Background: an optimization exercise with open tools, aiming at small area, a short achievable clock period and few clock cycles. Do not read the settings as production practice. Where RTL was checked, it was by simulation tests only, not by an equivalence proof against the original. Power is estimated from default activity; no workload was simulated.

## key_debounce_repeat_unit
module key_debounce_repeat_unit #(
  parameter int KEY_COUNT  = KEY_COUNT_DEF,
  parameter int TIMER_BITS = TIMER_BITS_DEF
) (
  input wire logic   clk,
  input wire logic   rst_n,
  input  wire logic                 in_valid,
  output      logic                 in_ready,
  input  wire logic [ACT_W-1:0]     in_action,
  input  wire logic [DATA_W-1:0]    in_pin_levels,
  input  wire logic [DATA_W-1:0]    in_query_mask,
  output      logic                 out_valid,
  input  wire logic                 out_ready,
  output      logic [DATA_W-1:0]    out_selected_keys,
  output      logic [DATA_W-1:0]    out_pending_presses,
  output      logic [DATA_W-1:0]    out_debounced_keys,
  input  wire logic                 cfg_valid,
  output      logic                 cfg_ready,
  input  wire logic [CFG_IDX_W-1:0] cfg_index,
  input  wire logic [DATA_W-1:0]    cfg_data
);
  kdr_pkg::kdr_cfg_t cfg;
  logic              fd_one;
  logic              out_v_r;
  logic              acc;
  kdr_cfg_regs u_cfg (
    .clk       (clk),
    .rst_n     (rst_n),
    .cfg_valid (cfg_valid),
    .cfg_ready (cfg_ready),
    .cfg_index (cfg_index),
    .cfg_data  (cfg_data),
    .cfg       (cfg),
    .fd_one    (fd_one)
  );
  assign in_ready = !out_v_r || out_ready;
  assign acc      = in_valid && in_ready;
  kdr_state u_state (
    .clk      (clk),
    .rst_n    (rst_n),
    .acc      (acc),
    .action   (in_action),
    .pins     (in_pin_levels),
    .q        (in_query_mask),
    .cfg      (cfg),
    .fd_one   (fd_one),
    .sel_o    (out_selected_keys),
    .press_o  (out_pending_presses),
    .stable_o (out_debounced_keys)
  );
  always_ff @(posedge clk) begin
    if (!rst_n) begin
      out_v_r <= 1'b0;
    end else if (in_ready) begin
      out_v_r <= in_valid;
    end
  end
  assign out_valid = out_v_r;
endmodule
For scale: about 1500 cells after synthesis, ~340 flip-flops, roughly 210 I/O pins, ~0.015 mm2 of cells after synthesis.
==> module kdr_state, before the edit <==
module kdr_state (
  input  wire logic                 clk,
  input  wire logic                 rst_n,
  input  wire logic                 acc,
  input  wire logic [ACT_W-1:0]     action,
  input  wire logic [DATA_W-1:0]    pins,
  input  wire logic [DATA_W-1:0]    q,
  input  wire kdr_pkg::kdr_cfg_t    cfg,
  input  wire logic                 fd_one,    
  output      logic [DATA_W-1:0]    sel_o,
  output      logic [DATA_W-1:0]    press_o,
  output      logic [DATA_W-1:0]    stable_o
);
  logic [DATA_W-1:0]  press_r, stable_r, rep_r, cnt_a_r, cnt_b_r, sel_r;
  logic [PARAM_W-1:0] tmr_r;
  logic               tpend_r;
  logic [DATA_W-1:0] en, ah, rk;
  assign en = cfg.enabled_keys;
  assign ah = cfg.active_high_keys;
  assign rk = cfg.repeat_keys;
  logic                any_r;
  logic                fire;
  logic                rep_fire;
  logic [PARAM_W-1:0]  tmr_base, tmr_dec;
  assign tmr_base = any_r ? tmr_r : cfg.repeat_first_delay;
  assign tmr_dec  = tmr_base - 1'b1;
  assign fire     = tpend_r && (any_r ? (tmr_r == PARAM_W'(1)) : fd_one);
  assign rep_fire = tpend_r && (tmr_r == PARAM_W'(1));
  logic d_tick, d_press, d_rep, d_short, d_long, d_chord, chord_ok;
  assign d_tick  = (action == ACT_TICK);
  assign d_press = (action == ACT_PRESS);
  assign d_rep   = (action == ACT_REPEAT);
  assign d_short = (action == ACT_SHORT);
  assign d_long  = (action == ACT_LONG);
  assign d_chord = (action == ACT_CHORD);
  assign chord_ok = &(press_r | ~q);
  logic t_run;       
  logic t_hold;      
  logic s_all;       
  logic c_rep;       
  assign t_run   = acc & d_tick & rst_n;
  assign t_hold  = ~(acc & d_tick) & rst_n;
  assign s_all   = d_press | (d_chord & chord_ok);
  assign c_rep   = acc & (d_rep | d_long);
  logic [DATA_W-1:0] lvl, dis, tg, reff, psel, sel;
  assign lvl  = ~(pins ^ ah);                             
  assign dis  = {DATA_W{t_run}} & en & (stable_r ^ lvl);   
  assign tg   = dis & cnt_b_r & ~cnt_a_r;                 
  assign reff = rep_r | ({DATA_W{rep_fire}} & stable_r & rk);
  assign psel = q & press_r & ({DATA_W{s_all}} | ({DATA_W{d_short}} & ~stable_r) |
                               ({DATA_W{d_long}} & reff));
  assign sel  = (q & reff & {DATA_W{d_rep}}) | psel;
  logic [DATA_W-1:0] stable_d;
  assign stable_d = (stable_r & {DATA_W{rst_n}}) ^ tg;
  always_ff @(posedge clk) begin
    any_r    <= |(stable_d & rk);
    cnt_a_r  <= (dis & ~cnt_b_r) | ({DATA_W{t_hold}} & cnt_a_r);
    cnt_b_r  <= (dis & cnt_a_r)  | ({DATA_W{t_hold}} & cnt_b_r);
    stable_r <= stable_d;
    press_r  <= (press_r & ~(psel & {DATA_W{acc}}) & {DATA_W{rst_n}}) | (tg & lvl);
    rep_r    <= reff & ~(q & {DATA_W{c_rep}}) & {DATA_W{rst_n}};
  end
  always_ff @(posedge clk) begin
    if (!rst_n) begin
      tmr_r   <= '0;
      tpend_r <= 1'b0;
    end else begin
      tpend_r <= acc && d_tick;
      if (fire) begin
        tmr_r <= cfg.repeat_period;
      end else if (tpend_r) begin
        tmr_r <= tmr_dec;
      end
    end
  end
  always_ff @(posedge clk) begin
    if (acc) begin
      sel_r <= sel;
    end
  end
  assign sel_o    = sel_r;
  assign press_o  = press_r;
  assign stable_o = stable_r;
endmodule
Settings: LEC_CHECK=0, CAP_MARGIN=20, CORE_MARGIN=2, CORE_UTILIZATION=45, SETUP_SLACK_MARGIN=2.65, SLEW_MARGIN=20; clock period 5.0 ns.
standard.sh (not shown) runs the stock make flow with config.mk's settings and CLKGATE_MAP_FILE= SYNTH_SCRIPT=/design/flow/synth_recipe.tcl, a recipe that flattens the netlist after the stock synthesis.
==> flow/flow/run.sh <==
#!/bin/bash
# The standard layout, with two changes: ports are buffered with plain buf_1
# cells (timing repair may upsize them) instead of the delay cells buffer_ports
# picks by default, and clock tree synthesis uses larger sink clusters and
# inserts no dummy loads.
set -euo pipefail
export BUFFER_PORTS_ARGS="-buffer_cell sky130_fd_sc_hd__buf_1"
export CTS_ARGS="-sink_clustering_enable -repair_clock_nets -dont_use_dummy_load -sink_clustering_size 12 -sink_clustering_max_diameter 50 -buf_list {sky130_fd_sc_hd__clkbuf_8}"
bash standard.sh > standard_flow.log 2>&1
Next try:
--- a/flow/design.v
+++ b/flow/design.v
@@ -104,11 +104,11 @@
   assign ah = cfg.active_high_keys;
   assign rk = cfg.repeat_keys;
-  logic                any_r;
-  logic                fire;
+  logic                any_rk;
   logic                rep_fire;
-  logic [PARAM_W-1:0]  tmr_base, tmr_dec;
-  assign tmr_base = any_r ? tmr_r : cfg.repeat_first_delay;
-  assign tmr_dec  = tmr_base - 1'b1;
-  assign fire     = tpend_r && (any_r ? (tmr_r == PARAM_W'(1)) : fd_one);
+  logic [PARAM_W-1:0]  tmr_any, tmr_none;
+  assign any_rk   = |(stable_r & rk);
+  assign tmr_any  = (tmr_r == PARAM_W'(1)) ? cfg.repeat_period : tmr_r - 1'b1;
+  assign tmr_none = fd_one ? cfg.repeat_period
+                                                            : cfg.repeat_first_delay - 1'b1;
   assign rep_fire = tpend_r && (tmr_r == PARAM_W'(1));
   logic d_tick, d_press, d_rep, d_short, d_long, d_chord, chord_ok;
@@ -136,11 +136,8 @@
                                ({DATA_W{d_long}} & reff));
   assign sel  = (q & reff & {DATA_W{d_rep}}) | psel;
-  logic [DATA_W-1:0] stable_d;
-  assign stable_d = (stable_r & {DATA_W{rst_n}}) ^ tg;
-  always_ff @(posedge clk) begin
-    any_r    <= |(stable_d & rk);
+  always_ff @(posedge clk) begin
     cnt_a_r  <= (dis & ~cnt_b_r) | ({DATA_W{t_hold}} & cnt_a_r);
     cnt_b_r  <= (dis & cnt_a_r)  | ({DATA_W{t_hold}} & cnt_b_r);
-    stable_r <= stable_d;
+    stable_r <= (stable_r & {DATA_W{rst_n}}) ^ tg;
     press_r  <= (press_r & ~(psel & {DATA_W{acc}}) & {DATA_W{rst_n}}) | (tg & lvl);
     rep_r    <= reff & ~(q & {DATA_W{c_rep}}) & {DATA_W{rst_n}};
@@ -152,8 +149,6 @@
     end else begin
       tpend_r <= acc && d_tick;
-      if (fire) begin
-        tmr_r <= cfg.repeat_period;
-      end else if (tpend_r) begin
-        tmr_r <= tmr_dec;
+      if (tpend_r) begin
+        tmr_r <= any_rk ? tmr_any : tmr_none;
       end
     end
=> The changed run finished with timing, DRC and antenna clean; design area is lower by 5.2%; power falls by 2.5%; worst setup slack is better by 0.28 ns; via count is lower by 4.5%; utilization came out lower by 1.3 points; hold slack is worse by 0.0068 ns; final cell count rises by 0.42%; wire length came out lower by 12%; flip-flop and latch count decreases by 1; count of clock-buffer cells in the layout is unchanged.
Testbench counts after the change, summed over its fixed seeds: cycles 24,131.
Function not checked in the first run of this note: the RTL went through the layout flow alone.

## what the ideal ports hide
Ports are ideal in the flow. The routed layouts listed here were re-timed in OpenROAD.
Step 1 sets driving cells, clkbuf_16 on the clock port and buf_2 on the other inputs (assumed; they add their load-dependent delay and slew).
Step 2, shift: input delay + t, output delay - t, t = (earliest + latest rising clock arrival at the registers) / 2. This alone moves slack from input paths to output paths.
Slacks: no drivers / after step 1 / after step 2; pairs: no drivers / after step 1.
run | shift t [ns] | setup WS [ns] | cell pins on the clock port's net
the first run | 0.590 | 2.364 / 2.375 / 1.786 | 1
the second run | 0.592 | 2.644 / 2.619 / 2.067 | 1
After both steps setup and hold are still met in every run listed. For the first run, which loses most, drivers alone change the setup slack by +0.011 ns; drivers and shift together by -0.578 ns.
